From an optimization exercise on the open Yosys and OpenROAD flow, aimed at small area; shortcuts taken in it are not production practice. The RTL was checked by simulation tests, not by an equivalence proof against the original design. Power figures rest on the tool's default switching activity, not on a simulated workload.

File: run.sh
#!/bin/bash
# synth_recipe.tcl (not shown) runs the flow's synth.tcl, then flattens the netlist and writes it again
# the make line also repeats each setting of config.mk as NAME=value (left out here)
make -C /OpenROAD-flow-scripts/flow DESIGN_CONFIG=/design/flow/config.mk WORK_HOME=/design/flow/orfs CLKGATE_MAP_FILE= SYNTH_SCRIPT=/design/flow/synth_recipe.tcl finish
File: design.v
module rf_aoi222 (
    input  logic a1, a2, b1, b2, c1, c2,
    output logic y
);
    assign y = ~((a1 & a2) | (b1 & b2) | (c1 & c2));
endmodule
module rf_nand2 (
    input  logic a, b,
    output logic y
);
    assign y = ~(a & b);
endmodule
module multiport_register_file #(
    parameter int DW    = 32,
    parameter int NREG  = 32,
    parameter int NRD   = 2,
    parameter int NWR   = 2,
    parameter int ZERO0 = 1,
    localparam int AW   = $clog2(NREG)
) (
    input  logic              clk,
    input  logic              n_rst,
    input  logic [NWR-1:0]    wen,
    input  logic [NWR*AW-1:0] wsel,
    input  logic [NWR*DW-1:0] wdat,
    input  logic [NRD*AW-1:0] rsel,
    output logic [NRD*DW-1:0] rdat,
    output logic [NWR-1:0]    wcoll,
    output logic [15:0]       wcnt
);
    localparam int R0 = (ZERO0 != 0) ? 1 : 0;    
    logic [NWR-1:0]          win;
    logic [NWR-1:0]          drop;
    logic [NWR-1:0]          commit;
    logic [16:0]             ncommit;
    logic [16:0]             wsum;
    logic                    phase;
    logic [NREG-1:0]         valid;
    logic [NREG*DW-1:0]      s;
    logic [NWR*DW-1:0]       wenc;
    logic [NREG*NWR-1:0]     we;
    logic [NREG-1:0]         hold;
    always_comb begin
        for (int p = 0; p < NWR; p++) begin
            win[p] = wen[p];
            for (int q = 0; q < p; q++) begin
                if (wen[q] && wsel[q*AW +: AW] == wsel[p*AW +: AW])
                    win[p] = 1'b0;
            end
            drop[p]   = wen[p] && !win[p];
            commit[p] = win[p] && !(ZERO0 != 0 && wsel[p*AW +: AW] == '0);
        end
    end
    always_comb begin
        ncommit = '0;
        for (int p = 0; p < NWR; p++)
            ncommit = ncommit + 17'(commit[p]);
        wsum = {1'b0, wcnt} + ncommit;
    end
    assign wenc = wdat ^ {(NWR*DW){phase}};
    always_ff @(posedge clk or posedge n_rst) begin
        if (n_rst) begin
            phase <= 1'b0;
            wcoll <= '0;
            wcnt  <= '0;
        end else begin
            phase <= ~phase;
            wcoll <= drop;
            wcnt  <= wsum[16] ? 16'hFFFF : wsum[15:0];
        end
    end
    genvar r, p;
    generate
        if (R0 != 0) begin : g_r0
            assign valid[0]     = 1'b0;
            assign s[0 +: DW]   = '0;
            assign we[0 +: NWR] = '0;
            assign hold[0]      = 1'b1;
        end
        for (r = R0; r < NREG; r++) begin : g_reg
            for (p = 0; p < NWR; p++) begin : g_we
                assign we[r*NWR + p] = win[p] && wsel[p*AW +: AW] == AW'(r);
            end
            assign hold[r] = ~|we[r*NWR +: NWR];
            logic          vld;
            logic [DW-1:0] st;
            always_ff @(posedge clk or posedge n_rst) begin
                if (n_rst)
                    vld <= 1'b0;
                else if (!hold[r])
                    vld <= 1'b1;
            end
            logic [DW-1:0] nxt;
            for (genvar b = 0; b < DW; b++) begin : g_bit
                rf_aoi222 u_w (
                    .a1(we[r*NWR + 0]), .a2(wenc[0*DW + b]),
                    .b1(we[r*NWR + 1]), .b2(wenc[1*DW + b]),
                    .c1(hold[r]),       .c2(st[b]),
                    .y (nxt[b])
                );
            end
            always_ff @(posedge clk)
                st <= nxt;
            assign valid[r]      = vld;
            assign s[r*DW +: DW] = st;
        end
    endgenerate
    localparam int NST = NREG - R0;             
    localparam int NG3 = NST / 3;               
    localparam int NT  = NG3 + ((NST % 3) != 0 ? 1 : 0);
    generate
        for (genvar rp = 0; rp < NRD; rp++) begin : g_rd
            logic [NREG-1:0] sel;
            logic            any;
            for (genvar k = 0; k < NREG; k++) begin : g_sel
                assign sel[k] = valid[k] && rsel[rp*AW +: AW] == AW'(k);
            end
            assign any = |sel;
            for (genvar b = 0; b < DW; b++) begin : g_bit
                logic [NT-1:0] t;
                for (genvar g = 0; g < NG3; g++) begin : g_g3
                    localparam int K = R0 + 3*g;
                    rf_aoi222 u_a (
                        .a1(sel[K]),   .a2(s[K*DW + b]),
                        .b1(sel[K+1]), .b2(s[(K+1)*DW + b]),
                        .c1(sel[K+2]), .c2(s[(K+2)*DW + b]),
                        .y (t[g])
                    );
                end
                if (NST % 3 == 1) begin : g_t1
                    localparam int K = R0 + 3*NG3;
                    rf_nand2 u_n (.a(sel[K]), .b(s[K*DW + b]), .y(t[NG3]));
                end
                if (NST % 3 == 2) begin : g_t2
                    localparam int K = R0 + 3*NG3;
                    rf_aoi222 u_a (
                        .a1(sel[K]),   .a2(s[K*DW + b]),
                        .b1(sel[K+1]), .b2(s[(K+1)*DW + b]),
                        .c1(1'b0),     .c2(1'b0),
                        .y (t[NG3])
                    );
                end
                assign rdat[rp*DW + b] = (~&t) ^ (any & phase);
            end
        end
    endgenerate
endmodule
File: constraint.sdc
create_clock -name core_clock -period 10.0 [get_ports {clk}]
set_input_delay 2.0000 -clock core_clock [delete_from_list [all_inputs] [get_ports {clk}]]
set_output_delay 2.0000 -clock core_clock [all_outputs]
set_load 0.01 [all_outputs]
File: config.mk
export PLATFORM = sky130hd
export DESIGN_NAME = multiport_register_file
export DESIGN_NICKNAME = multiport_register_file
export VERILOG_FILES = /design/flow/design.v
export SDC_FILE = /design/flow/constraint.sdc
export NUM_CORES = 4
export LEC_CHECK = 0
export CAP_MARGIN = 20
export CELL_PAD_IN_SITES_DETAIL_PLACEMENT = 2
export CELL_PAD_IN_SITES_GLOBAL_PLACEMENT = 2
export CORE_MARGIN = 2
export CORE_UTILIZATION = 35
export PLACE_DENSITY = 0.55
export SLEW_MARGIN = 20
export SYNTH_HIERARCHICAL = 1
==> flow_summary.json, run 1 <==
{
  "clk_latency_ns": 0.75,
  "netlist_area_um2": 42600,
  "drt_iter0_drc": 15200,
  "cts_tree": "done",
  "rows": 128,
  "grt_pass1_wl_mm": 385,
  "clock.fmax_mhz": 116,
  "synth_seq_cells": 1041,
  "min_period_over_period": 0.865,
  "ios": 170,
  "htree_levels": 3,
  "yosysTopAreaCell": "dfxtp_1",
  "nets": 4080,
  "synth_area_leaders": "dfxtp_1 (47%), a222oi_1 (38%), dfrtp_1 (2.9%)",
  "drt-total-wl_mm": 275,
  "dpl_worst_slack_ns": 1.48,
  "timing.final.hold_violations": 0,
  "crit_arrival_ns": 6.65,
  "grt_overflow": 0,
  "maxSlewHeadroom": 0.138,
  "rr_startpoint": "phase$_DFF_PP0_",
  "cts.sinks": 1041,
  "ir_drop_v": 0.000153,
  "grt_max_degree": 50,
  "cp.required_ns": 8.00,
  "layout_min_cycle_time_ns": 8.65,
  "drc": 0,
  "seq_power_share": 0.471,
  "cts_root_buf": "clkbuf_16",
  "yosysWarnings": 7,
  "min_path_cells": 1,
  "internal_power_mw": 9.60,
  "worstSetupStartpointType": "input port",
  "port_buffers": 168,
  "p_comb_frac": 0.198,
  "multiInputGateArea_um2": 22800,
  "postCtsSetupRepairBufs": 0,
  "synth.avg_cell_area_um2": 12.0,
  "vias_per_cell": 8.73,
  "endpoint_kind": "primary output",
  "gp_congestion": 0.960,
  "setup_ws_ns": 1.35,
  "drv_slew": 0,
  "grt_usage": 0.419,
  "regArea_um2": 21100,
  "die-width_um": 353,
  "first_pass_iters": 15,
  "hpwl_mm": 164,
  "max-cap-violations": 0,
  "ys.flop_type": "dfxtp_1",
  "min_path_type": "flop to flop",
  "ant_nets": 0,
  "worstMarginPinSlew_ns": 1.29,
  "grt_antenna_before_repair": 11,
  "hold_end": "g_reg[4].st[23]$_DFF_P_",
  "netlist_instances": 3546,
  "syn2layout_area_growth_pct": 25.4,
  "synth_edf_count": 0,
  "reg2regPathDepth": 4,
  "vias": 49900,
  "cts_hold_buffers": 0,
  "drive_above_1_share": 0.153,
  "finalSetupTns_ns": 0,
  "clock_power_share": 0.331,
  "yosysSeqAreaShare": 0.495,
  "cts-resized-gates": 0,
  "fillers": 12200,
  "path_clk_slew_ns": 0.06,
  "async_flop_share": 0.0471,
  "power_density_nw_per_um2": 264,
  "grt_pass1_vias": 50100,
  "crit_type": "input port to primary output",
  "wl_per_cell_um": 48.2,
  "finalSetupViolCount": 0,
  "r2r_slack_ns": 7.20,
  "coreArea_um2": 121000,
  "reg2reg_to": "g_reg[1].st[9]$_DFF_P_",
  "hp-start": "g_reg[4].st[23]$_DFF_P_",
  "power_leakage_nw": 18.2,
  "clock_skew_ns": 0.0296,
  "clk_path_buf_depth": 3,
  "fp.dieH_um": 353,
  "post-synth-top-area-fraction": 0.466,
  "cts_inserted_buffers": 116,
  "dieArea_um2": 125000,
  "worst-path-max-fanout": 23,
  "status": "timing/DRC/antenna clean",
  "p_sw_mw": 4.49,
  "rsz0062_at_grt": "false",
  "ys_types": 55,
  "swShare": 0.319,
  "mappedNetlistNets": 3636,
  "start_util": 0.351
}
Yosys stat by module (local to each module, per instance):
module | flops+latches | copies in the design | cell area, µm² | cells
multiport_register_file | 1041 | 1 | 26100 | 1850
rf_aoi222 | 0 | 1632 | 10.0 | 1
rf_nand2 | 0 | 64 | 3.75 | 1
sequential cells by signal, summed over array words and instances (netlist names):
register	flops
wcoll	1
wcnt	16
phase	1
g.vld	31
g.st	992
cell families after synthesis:
group                    synth area share
AO/OA/AOI/OAI                       0.391
XOR/XNOR                           0.0288
adder cells (fa/ha/maj)          0.000763
buffers and inverters             0.00587
flip-flops                          0.495
multiplexers                     0.000734
other                           0.0000880
AND/OR/NAND/NOR                    0.0783
cells in the mapped netlist, types with 2 or more instances:
cell / number
nand3_1: 78
a22oi_1: 3
xnor2_1: 5
nor3b_1: 8
and3b_1: 7
buf_4: 4
o41ai_1: 2
o21ai_0: 7
dfrtp_1: 49
nor2_1: 94
nand3b_1: 2
or4_1: 2
nand2b_1: 19
nor2b_1: 14
or3_1: 23
dfxtp_1: 992
a211o_1: 3
inv_1: 6
buf_1: 4
a22o_1: 3
a21oi_1: 19
nand2_1: 97
buf_2: 5
a31oi_1: 3
and4_1: 4
nand4_1: 133
buf_12: 3
or2_2: 4
and2_1: 4
a222oi_1: 1632
clkbuf_1: 23
or4b_2: 2
and3_1: 54
xor2_1: 135
mux2i_1: 2
nor3_1: 73
nor4_1: 10
metal layers:
metal / wire [µm] / GRT usage / vias to the layer above
met4: 14400 / 0.198 / 14
met5: 81 / 0 / -
met1: 101000 / 0.545 / 25800
met3: 40400 / 0.123 / 871
met2: 120000 / 0.637 / 4348
li1: - / - / 18800
worst max-delay path, cell delays in order:
cell and delay, ns:
clkdlybuf4s50_1 0.69, and3b_1 0.37, and3_2 0.40, buf_4 0.33, nor4_1 0.51, nand4_1 0.24, o21ai_4 0.52, buf_4 0.67
xor2_1 0.24, clkdlybuf4s50_1 0.60
power groups by stage:
stage	Clock (mW)	Sequential, mW	Combinational [mW]
6_report	4.67	6.63	2.79
5_1_grt	4.89	6.77	2.94
4_1_cts	4.69	6.56	2.72
3_5_place_dp	0	6.63	2.71
3_3_place_gp	0	6.46	2.56
2_1_floorplan	0	6.27	1.60
area by class of cell:
cell class                 instances  share of cell area
clock inverter                    53              0.0129
antenna                            2           0.0000936
inverter                           6            0.000421
timing repair buffer             366              0.0642
sequential                      1041               0.394
multi-input combinational       2459               0.426
tap                             1625              0.0380
clock buffer                     162              0.0636
metrics by stage:
step	cell area (µm²)	util	power, mW	instances	hold slack (ns)
after floorplan	42600	-	7.86	3546	0.440
after global placement	49000	0.404	9.02	5481	0.463
after detailed placement	49100	0.404	9.34	5485	0.478
after CTS	53200	0.438	14.0	5700	0.486
after global routing	53500	0.440	14.6	5712	0.498
final	53500	0.440	14.1	5714	0.489
how the worst max path moves through the flow:
stage	start	endpoint	slack (ns)	depth (start not counted)
after floorplan	rsel[4]	rdat[0]	2.65	7
after global placement	rsel[4]	rdat[17]	1.64	10
after detailed placement	rsel[4]	rdat[14]	1.48	10
after CTS	rsel[4]	rdat[14]	1.46	10
after global routing	rsel[4]	rdat[3]	1.30	10
final	rsel[2]	rdat[11]	1.35	10
cell usage in the layout (no fill, tap or decap), types with 15 or more instances in the layout:
cell             netlist  layout
dfxtp_1              992     992
clkbuf_8               0      22
nand2_1               97      97
nand3_1               78      78
clkdlybuf4s50_1        0     168
nor3_1                73      70
and3_2                 0      49
or3_1                 23      23
buf_4                  4     181
nand4_1              133     133
xor2_1               135      71
nor2_4                 0      82
clkbuf_16              0     121
xor2_2                 0      53
dfrtp_1               49      48
bufinv_16              0      15
nand2b_1              19      19
a222oi_1            1632    1632
clkinv_2               0      27
a21oi_4                0      15
clkbuf_1              23      19
==> run 2, diff against run 1 <==
--- a/config.mk
+++ b/config.mk
@@ -8,7 +8,10 @@
 export CAP_MARGIN = 20
-export CELL_PAD_IN_SITES_DETAIL_PLACEMENT = 2
-export CELL_PAD_IN_SITES_GLOBAL_PLACEMENT = 2
+export CELL_PAD_IN_SITES_DETAIL_PLACEMENT = 1
+export CELL_PAD_IN_SITES_GLOBAL_PLACEMENT = 1
 export CORE_MARGIN = 2
-export CORE_UTILIZATION = 35
-export PLACE_DENSITY = 0.55
+export CORE_UTILIZATION = 40
+export CTS_BUF_LIST = sky130_fd_sc_hd__clkbuf_8
+export CTS_CLUSTER_DIAMETER = 50
+export CTS_CLUSTER_SIZE = 16
+export PLACE_DENSITY = 0.6
 export SLEW_MARGIN = 20
==> run 2 against run 1 <==
Net effect: still clean on timing, DRC and antenna; sequential share of layout area increased by 1.0 points; design area shrank 2.6%; global-route usage grew 3.7 points; register-to-register slack about the same; clock power fell by 21%; via count about the same; wire length down 5.2%; sequential power down 0.8%; critical path type unchanged; largest cell class unchanged.
==> flow_summary.json, run 2 <==
{
  "status": "timing/DRC/antenna clean",
  "ir_drop_v": 0.000152,
  "drive_above_1_share": 0.164,
  "mostFrequentLayoutCells": "a222oi_1 (1632), dfxtp_1 (992), buf_4 (177)",
  "clock_skew_ns": 0.0369,
  "post-synth-top-area-fraction": 0.466,
  "vias_per_cell": 9.05,
  "start_util": 0.404,
  "ys.flop_type": "dfxtp_1",
  "synth_seq_cells": 1041,
  "netlist_area_um2": 42600,
  "rows": 119,
  "totalPowerFinal_mw": 13.1,
  "gp_congestion": 0.973,
  "clock.fmax_mhz": 117,
  "netlist_instances": 3546,
  "layout_commonest_cell": "a222oi_1",
  "timing.final.hold_violations": 0,
  "rsz0062_at_grt": "false",
  "grt_usage": 0.455,
  "cts-resized-gates": 0,
  "first_pass_iters": 17,
  "yosysTopAreaCell": "dfxtp_1",
  "dieArea_um2": 109000,
  "fin_area_um2": 52100,
  "synth_area_leaders": "dfxtp_1 (47%), a222oi_1 (38%), dfrtp_1 (2.9%)",
  "clk_path_buf_depth": 3,
  "port_buffers": 168,
  "power_leakage_nw": 17.7,
  "min_period_over_period": 0.856,
  "synth_edf_count": 0,
  "largest_reg_flops": 992,
  "cts_tree": "done",
  "yosysSeqAreaShare": 0.495,
  "drt_iter0_drc": 16300,
  "largest_register": "g.st",
  "drt-total-wl_mm": 261,
  "hpwl_mm": 152,
  "vias": 49900,
  "power_density_nw_per_um2": 251,
  "grt_pass1_vias": 48800,
  "wl_per_cell_um": 47.3,
  "htree_levels": 4,
  "cts_inserted_buffers": 136,
  "clk_latency_ns": 0.88,
  "max-cap-violations": 0,
  "grt_max_degree": 35,
  "synth.avg_cell_area_um2": 12.0,
  "grt_overflow": 0,
  "crit_arrival_ns": 6.56,
  "synth_commonest_cells": "a222oi_1 (1632), dfxtp_1 (992), xor2_1 (135), nand4_1 (133), nand2_1 (97)",
  "endpoint_kind": "primary output",
  "mappedNetlistNets": 3636,
  "grt_antenna_before_repair": 8,
  "yosysWarnings": 7,
  "coreArea_um2": 106000,
  "cp.required_ns": 8.00,
  "worstMarginPinSlew_ns": 1.29,
  "hold_ws_ns": 0.486,
  "nets": 4097,
  "cts.sinks": 1041,
  "path_clk_slew_ns": 0.08,
  "die-width_um": 330,
  "crit_type": "input port to primary output",
  "drc": 0,
  "setup_ws_ns": 1.44,
  "cts_hold_buffers": 0,
  "worst-path-max-fanout": 33,
  "worstSetupStartpointType": "input port",
  "placed_area_um2": 48800,
  "largestRegisters": "g.st (992), g.vld (31), wcnt (16)",
  "drv_slew": 0,
  "ios": 170,
  "maxSlewHeadroom": 0.141,
  "postCtsSetupRepairBufs": 0,
  "cts_root_buf": "clkbuf_8",
  "ys_types": 55,
  "layout_min_cycle_time_ns": 8.56,
  "yosysMostFrequentCell": "a222oi_1",
  "dpl_worst_slack_ns": 1.60,
  "finalSetupViolCount": 0,
  "syn2layout_area_growth_pct": 22.2,
  "async_flop_share": 0.0471,
  "finalSetupTns_ns": 0,
  "ant_nets": 0,
  "fp.dieH_um": 330,
  "min_path_type": "flop to flop",
  "grt_pass1_wl_mm": 361
}
## run 2: cell families (layout without fill, tap and decap cells)
group | Yosys count | after routing | synth area share
compound gates | 1682 | 1682 | 0.391
flops | 1041 | 1041 | 0.495
simple gates | 631 | 631 | 0.0783
other cells | 1 | 5 | 0.0000880
fa+ha+maj | 2 | 2 | 0.000763
xor+xnor | 140 | 140 | 0.0288
mux | 3 | 3 | 0.000734
buf+inv | 46 | 621 | 0.00587
## run 2: final timing paths
| path | from | endpoint | slack [ns] | cells after the start |
|---|---|---|---|---|
| max | rsel[9] | rdat[52] | 1.44 | 9 |
| min | g_reg[31].st[0]$_DFF_P_ | g_reg[31].st[0]$_DFF_P_ | 0.49 | 1 |
| max reg2reg | phase$_DFF_PP0_ | g_reg[11].st[11]$_DFF_P_ | 7.19 | 4 |
| min reg2reg | g_reg[31].st[0]$_DFF_P_ | g_reg[31].st[0]$_DFF_P_ | 0.49 | 1 |
| max in group asynchronous | n_rst | phase$_DFF_PP0_ | 7.60 | 3 |
| min in group asynchronous | n_rst | wcnt[8]$_DFF_PP0_ | 1.49 | 2 |
## run 2: final cells by class
type | count | area (µm²)
Timing Repair Buffer | 363 | 3430
Clock buffer | 168 | 2310
Sequential cell | 1041 | 21100
Inverter | 6 | 22.5
Clock inverter | 84 | 832
Tap cell | 1391 | 1740
Antenna cell | 4 | 10.0
Fill cell | 10900 | 53500
Multi-Input combinational cell | 2459 | 22700
## run 2: worst max-delay path: stages
cell	delay, ns
clkdlybuf4s50_1	0.76
and3b_1	0.28
and3_2	0.58
or4_1	0.65
a2111oi_1	0.30
a31o_2	0.49
buf_4	0.66
xor2_1	0.25
clkdlybuf4s50_1	0.57
## run 2: metal layers
layer / up-vias / wire length, µm / share of wire / global-route usage
met5: - / 27 / 0.00010 / 0
met4: 4 / 17800 / 0.068 / 0.273
met3: 1174 / 42500 / 0.16 / 0.163
met2: 4969 / 110000 / 0.42 / 0.677
met1: 24900 / 90600 / 0.35 / 0.566
li1: 18800 / - / - / -
## run 2: where the power goes
group	leakage [nW]	internal, mW	switching (mW)
sequential	8.96	5.48	1.10
clock	1.58	1.84	1.87
combinational	7.16	1.37	1.39
total	17.7	8.69	4.36
## run 2: modules after synthesis (local to each module, per instance)
module,copies in the design,flip-flops and latches,cell area [µm²]
multiport_register_file,1,1041,26100
rf_aoi222,1632,0,10.0
rf_nand2,64,0,3.75
## run 2: through the flow
step | instances | util
final | 5516 | 0.494
after global routing | 5513 | 0.494
after CTS | 5506 | 0.492
after detailed placement | 5254 | 0.462
after global placement | 5242 | 0.460
after floorplan | 3546 | -
==> run 3, diff against run 2 <==
==> flow/run.sh (new file) <==
#!/bin/bash
# Standard layout, with two changes: ports are buffered with the smallest
# buffer (buf_1) instead of the default choice, and CTS skips dummy loads.
set -euo pipefail
export BUFFER_PORTS_ARGS="-buffer_cell sky130_fd_sc_hd__buf_1"
export CTS_ARGS="-sink_clustering_enable -repair_clock_nets -dont_use_dummy_load -buf_list sky130_fd_sc_hd__clkbuf_8 -sink_clustering_size 16 -sink_clustering_max_diameter 50"
bash standard.sh > standard_flow.log 2>&1
==> standard.sh (new file) <==
#!/bin/bash
# synth_recipe.tcl (not shown) runs the flow's synth.tcl, then flattens the netlist and writes it again
# the make line also repeats each setting of config.mk as NAME=value (left out here)
make -C /OpenROAD-flow-scripts/flow DESIGN_CONFIG=/design/flow/config.mk WORK_HOME=/design/flow/orfs CLKGATE_MAP_FILE= SYNTH_SCRIPT=/design/flow/synth_recipe.tcl "${@:-finish}"
removed: run.sh
==> run 3 against run 2 <==
Net effect: setup slack better by 0.49 ns; fmax rose by 6.1%; global-route usage about the same; via count about the same; utilization fell by 2.4 points; largest cell class unchanged; combinational power fell by 9.7%; first-iteration DRC count fell by 5.3%; highest routed layer unchanged.
==> flow_summary.json, run 3 <==
{
  "layout_commonest_cell": "a222oi_1",
  "min_path_cells": 1,
  "max-cap-violations": 0,
  "drive_above_1_share": 0.139,
  "min_path_type": "flop to flop",
  "postCtsSetupRepairBufs": 0,
  "coreArea_um2": 106000,
  "first_pass_iters": 17,
  "crit_arrival_ns": 6.07,
  "async_flop_share": 0.0471,
  "largest_reg_flops": 992,
  "rsz0062_at_grt": "false",
  "endpoint_kind": "primary output",
  "cts-resized-gates": 0,
  "largestRegisters": "g.st (992), g.vld (31), wcnt (16)",
  "vias": 49900,
  "cts_tree": "done",
  "vias_per_cell": 9.26,
  "cp.required_ns": 8.00,
  "mappedNetlistNets": 3636,
  "worst-path-max-fanout": 33,
  "nets": 4084,
  "finalSetupViolCount": 0,
  "ir_drop_v": 0.000119,
  "yosysMostFrequentCell": "a222oi_1",
  "worstMarginPinSlew_ns": 1.31,
  "drt_iter0_drc": 15400,
  "gp_congestion": 0.954,
  "synth_area_leaders": "dfxtp_1 (47%), a222oi_1 (38%), dfrtp_1 (2.9%)",
  "netlist_instances": 3546,
  "maxSlewHeadroom": 0.124,
  "ant_nets": 0,
  "drt-total-wl_mm": 261,
  "clk_latency_ns": 0.88,
  "wl_per_cell_um": 48.5,
  "drv_slew": 0,
  "cts.sinks": 1041,
  "power_density_nw_per_um2": 238,
  "cp_cell_sequence": "buf_1 > and3b_1 > and3_2 > or4_1 > a2111oi_1 > a31o_2 > buf_4 > xor2_1 > buf_1",
  "rows": 119,
  "hpwl_mm": 151,
  "critPathSlowestCell": "a31o_2",
  "cts_root_buf": "clkbuf_8",
  "drc": 0,
  "totalPowerFinal_mw": 11.8,
  "timing.final.hold_violations": 0,
  "die-width_um": 330,
  "yosysSeqAreaShare": 0.495,
  "clock_skew_ns": 0.0968,
  "htree_levels": 4,
  "utilization": 0.470,
  "clock.fmax_mhz": 124,
  "grt_overflow": 0,
  "syn2layout_area_growth_pct": 16.4,
  "path_clk_slew_ns": 0.06,
  "mostFrequentLayoutCells": "a222oi_1 (1632), dfxtp_1 (992), buf_4 (171)",
  "grt_usage": 0.456,
  "cts_inserted_buffers": 131,
  "yosysWarnings": 7,
  "cts_hold_buffers": 0,
  "status": "timing/DRC/antenna clean",
  "yosysTopAreaCell": "dfxtp_1",
  "ios": 170,
  "synth_seq_cells": 1041,
  "post-synth-top-area-fraction": 0.466,
  "worstSetupStartpointType": "input port",
  "clk_path_buf_depth": 3,
  "reg2regPathDepth": 5,
  "largest_register": "g.st",
  "grt_antenna_before_repair": 9,
  "port_buffers": 168,
  "ys_types": 55,
  "synth.avg_cell_area_um2": 12.0,
  "synth_edf_count": 0,
  "start_util": 0.404,
  "grt_max_degree": 35,
  "path_common_cell": "buf_1",
  "power_leakage_nw": 16.5,
  "synth_commonest_cells": "a222oi_1 (1632), dfxtp_1 (992), xor2_1 (135), nand4_1 (133), nand2_1 (97)",
  "min_period_over_period": 0.807,
  "cpPeakStageDelay_ns": 0.76,
  "crit_type": "input port to primary output",
  "layout_min_cycle_time_ns": 8.07,
  "dieArea_um2": 109000,
  "fp.dieH_um": 330,
  "ys.flop_type": "dfxtp_1",
  "netlist_area_um2": 42600,
  "finalSetupTns_ns": 0,
  "grt_pass1_vias": 48900,
  "grt_pass1_wl_mm": 361
}
==> run 3: cell counts after synthesis <==
No cell type changed its count.
==> run 3: cell type report <==
class	instances	area, µm²
Fill cell	11000	55900
Multi-Input combinational cell	2459	22700
Sequential cell	1041	21100
Timing Repair Buffer	355	2270
Clock buffer	131	1800
Tap cell	1391	1740
Inverter	6	22.5
Antenna cell	5	12.5
==> run 3: routing by layer <==
layer / GRT usage / wire length, µm
met1: 0.568 / 92000
met2: 0.682 / 110000
met3: 0.158 / 40100
met4: 0.264 / 18700
met5: 0.0113 / 360
==> run 3: worst max-delay path, delay by kind of cell <==
family | cells | cell delay, ns
and+or+nand+nor | 3 | 1.60
xor gates and xnor gates | 1 | 0.23
buffers and inverters | 3 | 1.16
AOI/OAI and AO/OA | 2 | 1.04
==> run 3: metrics by stage <==
| step | hold slack, ns | cell area (µm²) | setup slack [ns] | instances |
|---|---|---|---|---|
| after floorplan | 0.440 | 42600 | 2.65 | 3546 |
| after global placement | 0.463 | 47400 | 2.10 | 5236 |
| after detailed placement | 0.476 | 47600 | 1.99 | 5242 |
| after CTS | 0.485 | 49400 | 1.98 | 5373 |
| after global routing | 0.500 | 49600 | 1.82 | 5384 |
| final | 0.483 | 49600 | 1.93 | 5388 |
==> run 3: modules after synthesis, one instance, submodules excluded <==
module / area [µm²] / copies in the design / cells / flops+latches
rf_nand2: 3.75 / 64 / 1 / 0
multiport_register_file: 26100 / 1 / 1850 / 1041
rf_aoi222: 10.0 / 1632 / 1 / 0
==> run 3: kinds of logic after synthesis <==
family / Yosys count / synth area share
flip-flops: 1041 / 0.495
other: 1 / 0.0000880
multiplexers: 3 / 0.000734
buffers and inverters: 46 / 0.00587
AO/OA/AOI/OAI: 1682 / 0.391
XOR/XNOR: 140 / 0.0288
AND/OR/NAND/NOR: 631 / 0.0783
adder cells (fa/ha/maj): 2 / 0.000763
==> run 3: path summary, 6_finish.rpt <==
path,slack [ns],from,to
worst max-delay path,1.93,rsel[9],rdat[44]
worst min-delay path,0.48,g_reg[20].st[26]$_DFF_P_,g_reg[20].st[26]$_DFF_P_
worst max register to register,6.29,phase$_DFF_PP0_,g_reg[10].st[3]$_DFF_P_
worst min register to register,0.48,g_reg[20].st[26]$_DFF_P_,g_reg[20].st[26]$_DFF_P_
max in group asynchronous,7.89,n_rst,phase$_DFF_PP0_
min in group asynchronous,1.16,n_rst,wcnt[6]$_DFF_PP0_
==> run 3: where the power goes <==
part	total (mW)	internal [mW]	switching, mW
clock network	2.72	1.16	1.56
logic	2.50	1.12	1.38
registers	6.57	5.48	1.09
total	11.8	7.76	4.03
==> run 4, diff against run 3 <==
--- a/config.mk
+++ b/config.mk
@@ -11,7 +11,4 @@
 export CORE_MARGIN = 2
-export CORE_UTILIZATION = 40
-export CTS_BUF_LIST = sky130_fd_sc_hd__clkbuf_8
-export CTS_CLUSTER_DIAMETER = 50
-export CTS_CLUSTER_SIZE = 16
-export PLACE_DENSITY = 0.6
+export CORE_UTILIZATION = 46
+export PLACE_DENSITY = 0.66
 export SLEW_MARGIN = 20
==> run 4 against run 3 <==
Net effect: wire length decreased by 5.3%; area after synthesis did not move; count of clock-buffer cells in the layout fell by 12; critical endpoint is now rdat[63]; highest routed layer unchanged; first-iteration DRC count increased by 9.2%.
==> flow_summary.json, run 4 <==
{
  "ir_drop_v": 0.000138,
  "yosysSeqAreaShare": 0.495,
  "worstSetupStartpointType": "input port",
  "layout_min_cycle_time_ns": 8.16,
  "timing.final.hold_violations": 0,
  "cts_root_buf": "clkbuf_8",
  "min_path_cells": 1,
  "fp.dieH_um": 308,
  "gp_congestion": 1.01,
  "synth_area_leaders": "dfxtp_1 (47%), a222oi_1 (38%), dfrtp_1 (2.9%)",
  "port_buffers": 168,
  "ios": 170,
  "mappedNetlistNets": 3636,
  "vias_per_cell": 9.54,
  "yosysWarnings": 7,
  "clk_latency_ns": 0.88,
  "totalPowerFinal_mw": 11.7,
  "swShare": 0.344,
  "p_sw_mw": 4.01,
  "cts-resized-gates": 0,
  "synth_edf_count": 0,
  "netlist_instances": 3546,
  "cts_tree": "done",
  "dieArea_um2": 95100,
  "cts_hold_buffers": 0,
  "netlist_area_um2": 42600,
  "path_clk_slew_ns": 0.05,
  "hpwl_mm": 145,
  "finalSetupViolCount": 0,
  "endpoint_kind": "primary output",
  "largest_register": "g.st",
  "wl_per_cell_um": 47.2,
  "layout_commonest_cell": "a222oi_1",
  "crit_type": "input port to primary output",
  "ant_nets": 0,
  "dp.cells": 5111,
  "rsz0062_at_grt": "false",
  "yosysTopAreaCell": "dfxtp_1",
  "nets": 4095,
  "cts_inserted_buffers": 119,
  "worstMarginPinSlew_ns": 1.24,
  "grt_max_degree": 50,
  "internal_power_mw": 7.65,
  "grt_usage": 0.495,
  "clock_skew_ns": 0.0802,
  "vias": 50100,
  "ys.flop_type": "dfxtp_1",
  "ys_types": 55,
  "synth_seq_cells": 1041,
  "yosysMostFrequentCell": "a222oi_1",
  "largest_reg_flops": 992,
  "syn2layout_area_growth_pct": 16.2,
  "power_leakage_nw": 16.7,
  "reg2regPathDepth": 5,
  "postCtsSetupRepairBufs": 0,
  "drc": 0,
  "final_cells": 5250,
  "crit_arrival_ns": 6.16,
  "synth.avg_cell_area_um2": 12.0,
  "grt_pass1_wl_mm": 348,
  "min_path_type": "flop to flop",
  "min_period_over_period": 0.816,
  "die-width_um": 308,
  "max-cap-violations": 0,
  "post-synth-top-area-fraction": 0.466,
  "clock.fmax_mhz": 123,
  "cp.required_ns": 8.00,
  "power_density_nw_per_um2": 235,
  "grt_overflow": 0,
  "coreArea_um2": 91800,
  "mostFrequentLayoutCells": "a222oi_1 (1632), dfxtp_1 (992), buf_4 (181)",
  "p_comb_frac": 0.214,
  "drv_slew": 0,
  "rows": 111,
  "drt-total-wl_mm": 248,
  "async_flop_share": 0.0471,
  "start_util": 0.464,
  "clock_power_share": 0.221,
  "htree_levels": 3,
  "largestRegisters": "g.st (992), g.vld (31), wcnt (16)",
  "clk_path_buf_depth": 3,
  "maxSlewHeadroom": 0.172,
  "first_pass_iters": 20,
  "cts.sinks": 1041,
  "drive_above_1_share": 0.130,
  "status": "timing/DRC/antenna clean",
  "drt_iter0_drc": 16800,
  "worst-path-max-fanout": 33,
  "finalSetupTns_ns": 0,
  "grt_pass1_vias": 49400,
  "grt_antenna_before_repair": 7,
  "seq_power_share": 0.565,
  "synth_commonest_cells": "a222oi_1 (1632), dfxtp_1 (992), xor2_1 (135), nand4_1 (133), nand2_1 (97)"
}
-- run 4: cell count changes in the layout (fill, tap and decap cells not counted), moves of 4 or more --
| cell | previous run | this run |
|---|---|---|
| and3_1 | 4 | 43 |
| nor2_4 | 82 | 78 |
| buf_16 | 5 | 10 |
| clkbuf_8 | 131 | 119 |
| and3_2 | 50 | 11 |
| buf_4 | 171 | 181 |
| nor2_2 | 0 | 4 |
| buf_12 | 11 | 19 |
| and4_1 | 0 | 4 |
| and4_2 | 4 | 0 |
-- run 4: cell families (layout without fill, tap and decap cells) --
group           count (synthesis)  in the layout  synth area share
compound gates               1682           1682             0.391
mux                             3              3          0.000734
fa+ha+maj                       2              2          0.000763
buf+inv                        46            503           0.00587
other cells                     1              5         0.0000880
xor+xnor                      140            140            0.0288
flops                        1041           1041             0.495
simple gates                  631            631            0.0783
-- run 4: layout make-up --
class	count	area (µm²)
Timing Repair Buffer	378	2650
Antenna cell	4	10.0
Fill cell	9447	42200
Multi-Input combinational cell	2459	22600
Clock buffer	119	1640
Inverter	6	22.5
Sequential cell	1041	21100
Tap cell	1243	1560
-- run 4: critical path, stage by stage --
cell       delay (ns)
buf_1            0.47
and3b_1          0.29
and3_2           0.58
or4_1            0.63
a2111oi_1        0.33
a31o_2           0.66
buf_4            0.58
xor2_1           0.40
buf_1            0.20
-- run 4: worst paths after layout --
check	to	slack (ns)	from
worst max-delay path	rdat[63]	1.84	rsel[9]
worst min-delay path	g_reg[20].st[1]$_DFF_P_	0.49	g_reg[20].st[1]$_DFF_P_
worst max register to register	g_reg[3].st[9]$_DFF_P_	6.50	phase$_DFF_PP0_
worst min register to register	g_reg[20].st[1]$_DFF_P_	0.49	g_reg[20].st[1]$_DFF_P_
max in group asynchronous	phase$_DFF_PP0_	8.03	n_rst
min in group asynchronous	wcnt[15]$_DFF_PP0_	1.32	n_rst
-- run 4: power by group through the flow --
stage / logic [mW] / clock network [mW] / registers (mW)
3_3_place_gp: 2.25 / 0 / 6.42
3_5_place_dp: 2.38 / 0 / 6.59
4_1_cts: 2.39 / 2.55 / 6.51
2_1_floorplan: 1.60 / 0 / 6.27
6_report: 2.50 / 2.57 / 6.58
5_1_grt: 2.61 / 2.70 / 6.70
-- run 4: Yosys stat by module (local to each module, per instance) --
module,flops+latches,cells inside
multiport_register_file,1041,1850
rf_nand2,0,1
rf_aoi222,0,1
-- run 4: stage by stage --
| stage | util | area [µm²] | worst slack [ns] | hold slack, ns |
|---|---|---|---|---|
| after global placement | 0.515 | 47200 | 2.06 | 0.462 |
| after CTS | 0.536 | 49200 | 1.99 | 0.485 |
| after global routing | 0.540 | 49600 | 1.76 | 0.502 |
| after detailed placement | 0.518 | 47500 | 1.97 | 0.474 |
| after floorplan | - | 42600 | 2.65 | 0.440 |
| final | 0.540 | 49600 | 1.84 | 0.485 |
-- run 4: metal layers --
metal	wire (µm)	GRT usage	vias to the layer above
li1	-	-	18700
met1	82800	0.607	24700
met2	103000	0.729	5293
met3	42600	0.189	1403
met4	19400	0.314	8
met5	56	0	-
==> run 5, diff against run 4 <==
==> flow/run.sh (replaced) <==
#!/bin/bash
# Standard layout, with two changes: ports are buffered with the smallest
# buffer (buf_1) instead of the default choice, and CTS skips dummy loads.
set -euo pipefail
export BUFFER_PORTS_ARGS="-buffer_cell sky130_fd_sc_hd__buf_1"
export CTS_ARGS="-sink_clustering_enable -repair_clock_nets -dont_use_dummy_load -buf_list sky130_fd_sc_hd__clkbuf_8 -sink_clustering_size 20 -sink_clustering_max_diameter 55"
bash standard.sh > standard_flow.log 2>&1
--- a/config.mk
+++ b/config.mk
@@ -7,3 +7,3 @@
 export LEC_CHECK = 0
-export CAP_MARGIN = 20
+export CAP_MARGIN = 12
 export CELL_PAD_IN_SITES_DETAIL_PLACEMENT = 1
@@ -11,5 +11,5 @@
 export CORE_MARGIN = 2
-export CORE_UTILIZATION = 46
-export PLACE_DENSITY = 0.66
-export SLEW_MARGIN = 20
+export CORE_UTILIZATION = 40
+export PLACE_DENSITY = 0.6
+export SLEW_MARGIN = 12
 export SYNTH_HIERARCHICAL = 1
==> run 5 against run 4 <==
Net effect: fmax up 0.16%; total power is 0.45% lower; non-clock buffer count down 36; count of clock-buffer cells in the layout fell by 5; wire length rose by 5.4%; area after synthesis stayed put; largest cell class unchanged; clock power is 2% lower; critical path type unchanged; sequential power hardly changed; global-route usage fell by 4.1 points.
==> flow_summary.json, run 5 <==
{
  "cp.required_ns": 8.00,
  "internal_power_mw": 7.60,
  "grt_pass1_wl_mm": 361,
  "die-width_um": 330,
  "min_path_cells": 1,
  "netlist_instances": 3546,
  "yosysSeqAreaShare": 0.495,
  "largest_reg_flops": 992,
  "postCtsSetupRepairBufs": 0,
  "dieArea_um2": 109000,
  "vias": 49800,
  "finalSetupTns_ns": 0,
  "drive_above_1_share": 0.131,
  "ir_drop_v": 0.000148,
  "drt_iter0_drc": 16400,
  "totalPowerFinal_mw": 11.6,
  "post-synth-top-area-fraction": 0.466,
  "regArea_um2": 21100,
  "mostFrequentLayoutCells": "a222oi_1 (1632), dfxtp_1 (992), buf_4 (171)",
  "clk_path_buf_depth": 3,
  "layout_min_cycle_time_ns": 8.15,
  "critPathSlowestCell": "a31o_2",
  "start_util": 0.404,
  "path_clk_slew_ns": 0.07,
  "grt_overflow": 0,
  "max-cap-violations": 0,
  "synth_edf_count": 0,
  "grt_antenna_before_repair": 7,
  "coreArea_um2": 106000,
  "drv_slew": 0,
  "path_common_cell": "buf_1",
  "drt-total-wl_mm": 261,
  "endpoint_kind": "primary output",
  "cts_tree": "done",
  "drc": 0,
  "worstSetupStartpointType": "input port",
  "multiInputGateArea_um2": 22700,
  "grt_pass1_vias": 48600,
  "crit_type": "input port to primary output",
  "fillers": 11100,
  "ys_types": 55,
  "cp.depth": 9,
  "seq_power_share": 0.566,
  "first_pass_iters": 15,
  "cts_inserted_buffers": 114,
  "clk_latency_ns": 0.87,
  "status": "timing/DRC/antenna clean",
  "crit_arrival_ns": 6.15,
  "largest_register": "g.st",
  "yosysWarnings": 7,
  "nets": 4054,
  "ys.flop_type": "dfxtp_1",
  "yosysTopAreaCell": "dfxtp_1",
  "synth_area_leaders": "dfxtp_1 (47%), a222oi_1 (38%), dfrtp_1 (2.9%)",
  "syn2layout_area_growth_pct": 15.1,
  "clock_power_share": 0.219,
  "yosysMostFrequentCell": "a222oi_1",
  "async_flop_share": 0.0471,
  "fp.dieH_um": 330,
  "rsz0062_at_grt": "false",
  "reg2regPathDepth": 5,
  "mappedNetlistNets": 3636,
  "largestRegisters": "g.st (992), g.vld (31), wcnt (16)",
  "maxSlewHeadroom": 0.0979,
  "vias_per_cell": 9.29,
  "grt_max_degree": 35,
  "synth_commonest_cells": "a222oi_1 (1632), dfxtp_1 (992), xor2_1 (135), nand4_1 (133), nand2_1 (97)",
  "hpwl_mm": 150,
  "power_density_nw_per_um2": 236,
  "p_sw_mw": 4.00,
  "cts_root_buf": "clkbuf_8",
  "worst-path-max-fanout": 33,
  "port_buffers": 168,
  "wl_per_cell_um": 48.7,
  "synth.avg_cell_area_um2": 12.0,
  "cts.sinks": 1041,
  "cp_cell_sequence": "buf_1 > and3b_1 > and3_2 > or4_1 > a2111oi_1 > a31o_2 > buf_4 > xor2_1 > buf_1",
  "htree_levels": 3,
  "dpl_worst_slack_ns": 1.92,
  "cts_hold_buffers": 0,
  "min_path_type": "flop to flop",
  "layout_commonest_cell": "a222oi_1",
  "timing.final.hold_violations": 0,
  "worstMarginPinSlew_ns": 1.35,
  "power_leakage_nw": 16.3,
  "grt_usage": 0.454,
  "gp_congestion": 0.954,
  "p_comb_frac": 0.215,
  "ant_nets": 0,
  "cpLargestDelayFamily": "simple AND/OR/NAND/NOR gates",
  "cts-resized-gates": 0,
  "setup_ws_ns": 1.85,
  "finalSetupViolCount": 0,
  "min_period_over_period": 0.815,
  "rows": 119,
  "cpPeakStageDelay_ns": 0.79,
  "synth_seq_cells": 1041,
  "ios": 170,
  "swShare": 0.345,
  "clock_skew_ns": 0.122,
  "clock.fmax_mhz": 123,
  "netlist_area_um2": 42600,
  "crit_buf_inv": 3
}
==> run 5: cell counts after synthesis <==
No cell type changed its count.
==> run 5: metal layers <==
metal	global-route usage	wire length, µm
met1	0.575	91300
met2	0.682	110000
met3	0.149	41300
met4	0.251	18100
met5	0	22
==> run 5: layout make-up <==
cell class	instances	share of cell area
Sequential cell	1041	0.430
Timing Repair Buffer	342	0.0402
Tap cell	1391	0.0355
Multi-Input combinational cell	2459	0.462
Inverter	6	0.000459
Antenna cell	4	0.000204
Clock buffer	114	0.0320
==> run 5: power by group through the flow <==
stage / registers, mW / logic, mW / clock network, mW
floorplan: 6.27 / 1.60 / 0
global placement: 6.44 / 2.29 / 0
detailed placement: 6.59 / 2.40 / 0
CTS: 6.50 / 2.41 / 2.52
global route: 6.70 / 2.62 / 2.68
finish: 6.57 / 2.49 / 2.53
==> run 5: worst paths after layout <==
check | startpoint | slack, ns | to
min | g_reg[11].st[27]$_DFF_P_ | 0.49 | g_reg[11].st[27]$_DFF_P_
min reg2reg | g_reg[11].st[27]$_DFF_P_ | 0.49 | g_reg[11].st[27]$_DFF_P_
max reg2reg | phase$_DFF_PP0_ | 6.39 | g_reg[24].st[3]$_DFF_P_
max in group asynchronous | n_rst | 7.82 | phase$_DFF_PP0_
max | rsel[9] | 1.85 | rdat[44]
min in group asynchronous | n_rst | 1.21 | wcnt[6]$_DFF_PP0_
==> run 5: metrics by stage <==
stage	hold slack, ns	instance area, µm²	instances	utilization
after CTS	0.486	49000	5351	0.464
final	0.488	49100	5357	0.465
after global placement	0.463	47400	5236	0.449
after global routing	0.503	49100	5355	0.465
after floorplan	0.440	42600	3546	-
after detailed placement	0.474	47500	5237	0.449
==> run 5: logic make-up (layout without fill, tap and decap cells) <==
logic type | count (synthesis) | count (layout) | synth area share
and+or+nand+nor | 631 | 631 | 0.0783
AOI/OAI and AO/OA | 1682 | 1682 | 0.391
buffers and inverters | 46 | 462 | 0.00587
muxes | 3 | 3 | 0.000734
xor gates and xnor gates | 140 | 140 | 0.0288
adders and majority gates | 2 | 2 | 0.000763
DFF | 1041 | 1041 | 0.495
other | 1 | 5 | 0.0000880
==> run 5: modules after synthesis, one instance, submodules excluded <==
module                   cells inside  cell area, µm²  times used
rf_nand2                            1            3.75          64
rf_aoi222                           1            10.0        1632
multiport_register_file          1850           26100           1
==> run 6, diff against run 5 <==
--- a/config.mk
+++ b/config.mk
@@ -12,3 +12,3 @@
 export CORE_UTILIZATION = 40
-export PLACE_DENSITY = 0.6
+export PLACE_DENSITY = 0.7
 export SLEW_MARGIN = 12
==> run 6 against run 5 <==
Net effect: fmax up 2.5%; critical path depth increased by 1; synthesized cell count is the same; via count fell by 0.18%; critical endpoint is now rdat[51].
==> flow_summary.json, run 6 <==
{
  "vias": 49700,
  "clock.fmax_mhz": 126,
  "dieArea_um2": 109000,
  "htree_levels": 3,
  "hpwl_mm": 139,
  "cts_tree": "done",
  "coreArea_um2": 106000,
  "grt_antenna_before_repair": 16,
  "start_util": 0.404,
  "rows": 119,
  "layout_commonest_cell": "a222oi_1",
  "hp-start": "g_reg[20].st[29]$_DFF_P_",
  "min_path_type": "flop to flop",
  "rr_startpoint": "phase$_DFF_PP0_",
  "grt_max_degree": 50,
  "drt-total-wl_mm": 246,
  "power_density_nw_per_um2": 233,
  "gp_congestion": 1.01,
  "mostFrequentLayoutCells": "a222oi_1 (1632), dfxtp_1 (992), buf_4 (185)",
  "fp.dieH_um": 330,
  "synth_seq_cells": 1041,
  "first_pass_iters": 17,
  "crit_type": "input port to primary output",
  "vias_per_cell": 9.26,
  "netlist_instances": 3546,
  "drv_slew": 0,
  "mappedNetlistNets": 3636,
  "yosysMostFrequentCell": "a222oi_1",
  "reg2regPathDepth": 4,
  "critPathSlowestCell": "a31o_2",
  "worst-path-max-fanout": 34,
  "netlist_area_um2": 42600,
  "clk_latency_ns": 0.87,
  "power_leakage_nw": 16.4,
  "yosysTopAreaCell": "dfxtp_1",
  "synth_area_leaders": "dfxtp_1 (47%), a222oi_1 (38%), dfrtp_1 (2.9%)",
  "setup_ws_ns": 2.06,
  "grt_usage": 0.431,
  "cp_cell_sequence": "buf_1 > and3b_1 > and3_2 > or4_1 > a2111oi_1 > a31o_2 > buf_16 > buf_4 > xor2_1 > buf_1",
  "ys_types": 55,
  "cts.sinks": 1041,
  "grt_pass1_vias": 47800,
  "postCtsSetupRepairBufs": 0,
  "synth.avg_cell_area_um2": 12.0,
  "cpPeakStageDelay_ns": 0.78,
  "clock_skew_ns": 0.0657,
  "dpl_worst_slack_ns": 2.15,
  "ios": 170,
  "async_flop_share": 0.0471,
  "syn2layout_area_growth_pct": 15.3,
  "drive_above_1_share": 0.133,
  "path_common_cell": "buf_1",
  "wl_per_cell_um": 45.8,
  "dp.cells": 5251,
  "layout_min_cycle_time_ns": 7.94,
  "cts_hold_buffers": 0,
  "status": "timing/DRC/antenna clean",
  "largest_register": "g.st",
  "cts_root_buf": "clkbuf_8",
  "synth_edf_count": 0,
  "hold_end": "g_reg[20].st[29]$_DFF_P_",
  "drc": 0,
  "largest_reg_flops": 992,
  "ant_nets": 0,
  "crit_arrival_ns": 5.94,
  "path_clk_slew_ns": 0.08,
  "worstSetupStartpointType": "input port",
  "clk_path_buf_depth": 3,
  "yosysWarnings": 7,
  "maxSlewHeadroom": 0.0516,
  "die-width_um": 330,
  "cts-resized-gates": 0,
  "final_cells": 5366,
  "grt_pass1_wl_mm": 346,
  "nets": 4064,
  "ys.flop_type": "dfxtp_1",
  "yosysSeqAreaShare": 0.495,
  "port_buffers": 168,
  "min_path_cells": 1,
  "endpoint_kind": "primary output",
  "min_period_over_period": 0.794,
  "max-cap-violations": 0,
  "post-synth-top-area-fraction": 0.466,
  "grt_overflow": 0,
  "drt_iter0_drc": 16800,
  "worstMarginPinSlew_ns": 1.42,
  "r2r_slack_ns": 6.82,
  "finalSetupTns_ns": 0,
  "rsz0062_at_grt": "false",
  "largestRegisters": "g.st (992), g.vld (31), wcnt (16)",
  "cts_inserted_buffers": 107,
  "finalSetupViolCount": 0,
  "fillers": 11100,
  "timing.final.hold_violations": 0,
  "ir_drop_v": 0.000149,
  "reg2reg_to": "g_reg[22].st[21]$_DFF_P_",
  "synth_commonest_cells": "a222oi_1 (1632), dfxtp_1 (992), xor2_1 (135), nand4_1 (133), nand2_1 (97)",
  "cp.required_ns": 8.00
}
run 6: changes by cell type in the layout (fill, tap and decap cells not counted), sizes merged:
cell    previous run  this run
buf              342       359
diode              4         3
clkbuf           114       107
run 6: per-layer routing:
metal / vias to the layer above / wire (µm) / GRT usage / share of wire
met4: 20 / 19100 / 0.268 / 0.078
met1: 24900 / 84400 / 0.536 / 0.34
met5: - / 119 / 0 / 0.00048
met2: 4943 / 99500 / 0.615 / 0.40
met3: 1241 / 42600 / 0.180 / 0.17
li1: 18600 / - / - / -
run 6: Yosys stat by module, one instance, submodules excluded:
module                   copies in the design  cells
multiport_register_file                     1   1850
rf_aoi222                                1632      1
rf_nand2                                   64      1
run 6: cell type report:
cell class                 count  area (µm²)  area share
antenna                        3        7.51    0.000153
clock buffer                 107        1470      0.0300
inverter                       6        22.5    0.000458
multi-input combinational   2459       22700       0.461
sequential                  1041       21100       0.429
tap                         1391        1740      0.0354
timing repair buffer         359        2140      0.0435
run 6: worst max path at each step:
stage               startpoint  endpoint  slack [ns]
floorplan              rsel[4]   rdat[0]        2.65
global placement       rsel[9]  rdat[47]        1.93
detailed placement     rsel[9]  rdat[39]        2.15
CTS                    rsel[9]  rdat[39]        2.14
global route           rsel[9]  rdat[51]        1.87
finish                 rsel[9]  rdat[51]        2.06
run 6: worst max-delay path: cells and delay by family:
kind	cells	cell delay, ns
simple gates	3	1.54
buf+inv	4	1.13
xor+xnor	1	0.17
compound gates	2	1.06
run 6: power breakdown:
part	internal, mW	switching [mW]	leakage, nW
combinational	1.12	1.33	6.62
sequential	5.48	1.09	8.96
clock	0.944	1.50	0.769
total	7.54	3.92	16.4
run 6: cells by family (layout without fill, tap and decap cells):
family	Yosys count	in the layout	share of synthesized area
AO/OA/AOI/OAI	1682	1682	0.391
flip-flops	1041	1041	0.495
AND/OR/NAND/NOR	631	631	0.0783
XOR/XNOR	140	140	0.0288
buffers and inverters	46	472	0.00587
multiplexers	3	3	0.000734
adder cells (fa/ha/maj)	2	2	0.000763
other	1	4	0.0000880
run 6: metrics by stage:
step                      hold slack, ns  area (µm²)  utilization  power [mW]
after floorplan                    0.440       42600            -        7.86
after global placement             0.463       47500        0.450        8.77
after detailed placement           0.474       47600        0.451        8.93
after CTS                          0.485       49000        0.465        11.3
after global routing               0.501       49100        0.466        11.9
final                              0.486       49100        0.466        11.5
==> run 7, diff against run 6 <==
==> flow/run.sh (replaced) <==
#!/bin/bash
# Standard layout, with two changes: ports are buffered with the smallest
# buffer (buf_1) instead of the default choice, and CTS skips dummy loads.
set -euo pipefail
export BUFFER_PORTS_ARGS="-buffer_cell sky130_fd_sc_hd__buf_1"
export CTS_ARGS="-sink_clustering_enable -repair_clock_nets -dont_use_dummy_load -buf_list sky130_fd_sc_hd__clkbuf_8 -sink_clustering_size 18 -sink_clustering_max_diameter 55"
bash standard.sh > standard_flow.log 2>&1
--- a/config.mk
+++ b/config.mk
@@ -7,3 +7,3 @@
 export LEC_CHECK = 0
-export CAP_MARGIN = 12
+export CAP_MARGIN = 9
 export CELL_PAD_IN_SITES_DETAIL_PLACEMENT = 1
@@ -12,4 +12,4 @@
 export CORE_UTILIZATION = 40
-export PLACE_DENSITY = 0.7
-export SLEW_MARGIN = 12
+export PLACE_DENSITY = 0.6
+export SLEW_MARGIN = 9
 export SYNTH_HIERARCHICAL = 1
==> run 7 against run 6 <==
Net effect: design area shrank 0.17%; highest routed layer unchanged; sequential power is essentially flat; critical path depth shrank 1; count of clock-buffer cells in the layout grew 7; sequential cell count is the same; clock skew grew 0.045 ns; wire length grew 6.5%; utilization shrank 0.081 points; fmax shrank 1.9%; first-iteration DRC count shrank 6.0%.
==> flow_summary.json, run 7 <==
{
  "status": "timing/DRC/antenna clean",
  "cts_inserted_buffers": 114,
  "endpoint_kind": "primary output",
  "grt_max_degree": 35,
  "fin_area_um2": 49100,
  "cts-resized-gates": 0,
  "grt_usage": 0.454,
  "cts_root_buf": "clkbuf_8",
  "crit_path_start": "rsel[9]",
  "dp.cells": 5236,
  "worstMarginPinSlew_ns": 1.40,
  "fillers": 11000,
  "ir_drop_v": 0.000121,
  "hpwl_mm": 150,
  "grt_pass1_vias": 48600,
  "crit_type": "input port to primary output",
  "grt_overflow": 0,
  "gp_congestion": 0.954,
  "drt-total-wl_mm": 262,
  "die-width_um": 330,
  "yosysWarnings": 7,
  "placed_area_um2": 47400,
  "synth_area_leaders": "dfxtp_1 (47%), a222oi_1 (38%), dfrtp_1 (2.9%)",
  "yosysTopAreaCell": "dfxtp_1",
  "cp.required_ns": 8.00,
  "post-synth-top-area-fraction": 0.466,
  "rr_startpoint": "phase$_DFF_PP0_",
  "nets": 4053,
  "clock_skew_ns": 0.110,
  "grt_pass1_wl_mm": 361,
  "grt_antenna_before_repair": 6,
  "finalSetupTns_ns": 0,
  "mappedNetlistNets": 3636,
  "ys.flop_type": "dfxtp_1",
  "worst-path-max-fanout": 33,
  "ios": 170,
  "reg2reg_to": "g_reg[2].st[3]$_DFF_P_",
  "synth_seq_cells": 1041,
  "synth.avg_cell_area_um2": 12.0,
  "fp.dieH_um": 330,
  "regArea_um2": 21100,
  "drc": 0,
  "netlist_area_um2": 42600,
  "cts_hold_buffers": 0,
  "cts_tree": "done",
  "path_clk_slew_ns": 0.06,
  "final_cells": 5356,
  "clk_path_buf_depth": 3,
  "drv_slew": 0,
  "yosysMostFrequentCell": "a222oi_1",
  "rsz0062_at_grt": "false",
  "layout_commonest_cell": "a222oi_1",
  "synth_commonest_cells": "a222oi_1 (1632), dfxtp_1 (992), xor2_1 (135), nand4_1 (133), nand2_1 (97)",
  "endpoint": "rdat[44]",
  "hp-start": "g_reg[11].st[27]$_DFF_P_",
  "syn2layout_area_growth_pct": 15.1,
  "crit_arrival_ns": 6.10,
  "timing.final.hold_violations": 0,
  "power_leakage_nw": 16.3,
  "layout_min_cycle_time_ns": 8.10,
  "vias_per_cell": 9.30,
  "worstSetupStartpointType": "input port",
  "first_pass_iters": 15,
  "largest_register": "g.st",
  "clock.fmax_mhz": 123,
  "rows": 119,
  "reg2regPathDepth": 5,
  "postCtsSetupRepairBufs": 0,
  "coreArea_um2": 106000,
  "largestRegisters": "g.st (992), g.vld (31), wcnt (16)",
  "drive_above_1_share": 0.131,
  "synth_edf_count": 0,
  "port_buffers": 168,
  "dieArea_um2": 109000,
  "multiInputGateArea_um2": 22700,
  "ys_types": 55,
  "clk_latency_ns": 0.87,
  "mostFrequentLayoutCells": "a222oi_1 (1632), dfxtp_1 (992), buf_4 (171)",
  "maxSlewHeadroom": 0.0636,
  "cts.sinks": 1041,
  "min_period_over_period": 0.810,
  "yosysSeqAreaShare": 0.495,
  "power_density_nw_per_um2": 236,
  "htree_levels": 3,
  "r2r_slack_ns": 6.37,
  "wl_per_cell_um": 48.9,
  "min_path_type": "flop to flop",
  "largest_reg_flops": 992,
  "ant_nets": 0,
  "max-cap-violations": 0,
  "start_util": 0.404,
  "netlist_instances": 3546,
  "drt_iter0_drc": 15800,
  "finalSetupViolCount": 0,
  "vias": 49800,
  "async_flop_share": 0.0471
}
## run 7: cell families (layout without fill, tap and decap cells)
logic type,Yosys count,count (layout),share of synthesized area
XOR/XNOR,140,140,0.0288
other,1,5,0.0000880
buffers and inverters,46,461,0.00587
multiplexers,3,3,0.000734
AO/OA/AOI/OAI,1682,1682,0.391
adder cells (fa/ha/maj),2,2,0.000763
AND/OR/NAND/NOR,631,631,0.0783
flip-flops,1041,1041,0.495
## run 7: area by class of cell
type / instances / area share
timing repair buffer: 341 / 0.0400
tap: 1391 / 0.0355
antenna: 4 / 0.000204
multi-input combinational: 2459 / 0.462
sequential: 1041 / 0.430
inverter: 6 / 0.000459
clock buffer: 114 / 0.0320
## run 7: power breakdown
group          total, mW  internal, mW  switching (mW)
combinational       2.49          1.12            1.38
sequential          6.57          5.48            1.10
clock               2.53          1.00            1.53
## run 7: critical path, cell delays in order
cell and delay, ns:
buf_1 0.43, and3b_1 0.27, and3_2 0.59, or4_1 0.72, a2111oi_1 0.29, a31o_2 0.76, buf_4 0.58, xor2_1 0.23
buf_1 0.18
## run 7: metrics by stage
step / worst slack [ns] / total power [mW] / utilization / hold WS (ns)
floorplan: 2.65 / 7.86 / - / 0.440
finish: 1.90 / 11.6 / 0.465 / 0.489
global placement: 2.10 / 8.73 / 0.449 / 0.463
detailed placement: 1.97 / 8.99 / 0.449 / 0.474
CTS: 1.96 / 11.4 / 0.464 / 0.487
global route: 1.78 / 12.0 / 0.465 / 0.499
## run 7: how the worst min path moves through the flow
stage,endpoint,depth (start not counted)
after detailed placement,g_reg[1].st[17]$_DFF_P_,1
after global placement,g_reg[13].st[30]$_DFF_P_,1
after global routing,g_reg[2].st[9]$_DFF_P_,1
after CTS,g_reg[11].st[27]$_DFF_P_,1
final,g_reg[11].st[27]$_DFF_P_,1
after floorplan,g_reg[20].vld$_DFFE_PP0N_,1
## run 7: per-module statistics from Yosys (local to each module, per instance)
module | cells inside | copies in the design
multiport_register_file | 1850 | 1
rf_aoi222 | 1 | 1632
rf_nand2 | 1 | 64
## run 7: layer usage
metal / GRT usage / share of wire / vias up
met5: 0.00609 / 0.00045 / -
met4: 0.251 / 0.068 / 6
met3: 0.161 / 0.16 / 1151
met2: 0.679 / 0.42 / 4866
met1: 0.569 / 0.35 / 25200
li1: - / - / 18600

static timing again, ports no longer ideal:
The results above use ideal ports. As a check the final layouts listed here were re-extracted and re-timed, cells and wires unchanged.
Step 1 sets driving cells, clkbuf_16 on the clock port and buf_2 on the other inputs (assumed; they add their load-dependent delay and slew).
Step 2 times the ports against the registers' clock, not the clock port: input delays grow and output delays shrink by t, the midpoint of the rising clock arrivals with the driver on.
a / b / c = no drivers / after step 1 / after step 2; a / b = the first two.
run | t, ns | setup slack, ns | latest minus earliest clock arrival (ns) | slew at the worst register clock pin (ns)
run 1 | 0.812 | 1.354 / 1.330 / 1.330 | 0.039 / 0.039 | 0.07 / 0.07
run 2 | 0.932 | 1.436 / 1.401 / 1.401 | 0.053 / 0.052 | 0.10 / 0.10
run 3 | 0.905 | 1.930 / 1.899 / 1.899 | 0.100 / 0.100 | 0.10 / 0.10
run 4 | 0.888 | 1.841 / 1.811 / 1.811 | 0.126 / 0.126 | 0.10 / 0.10
run 5 | 0.883 | 1.854 / 1.822 / 1.822 | 0.122 / 0.122 | 0.12 / 0.12
run 6 | 0.886 | 2.056 / 2.006 / 2.006 | 0.103 / 0.102 | 0.12 / 0.12
run 7 | 0.885 | 1.899 / 1.866 / 1.866 | 0.112 / 0.112 | 0.12 / 0.12
After both steps setup and hold are still met in every run listed. The setup slack of run 6, which loses most, moves by -0.050 ns with the drivers and by -0.050 ns with both steps.
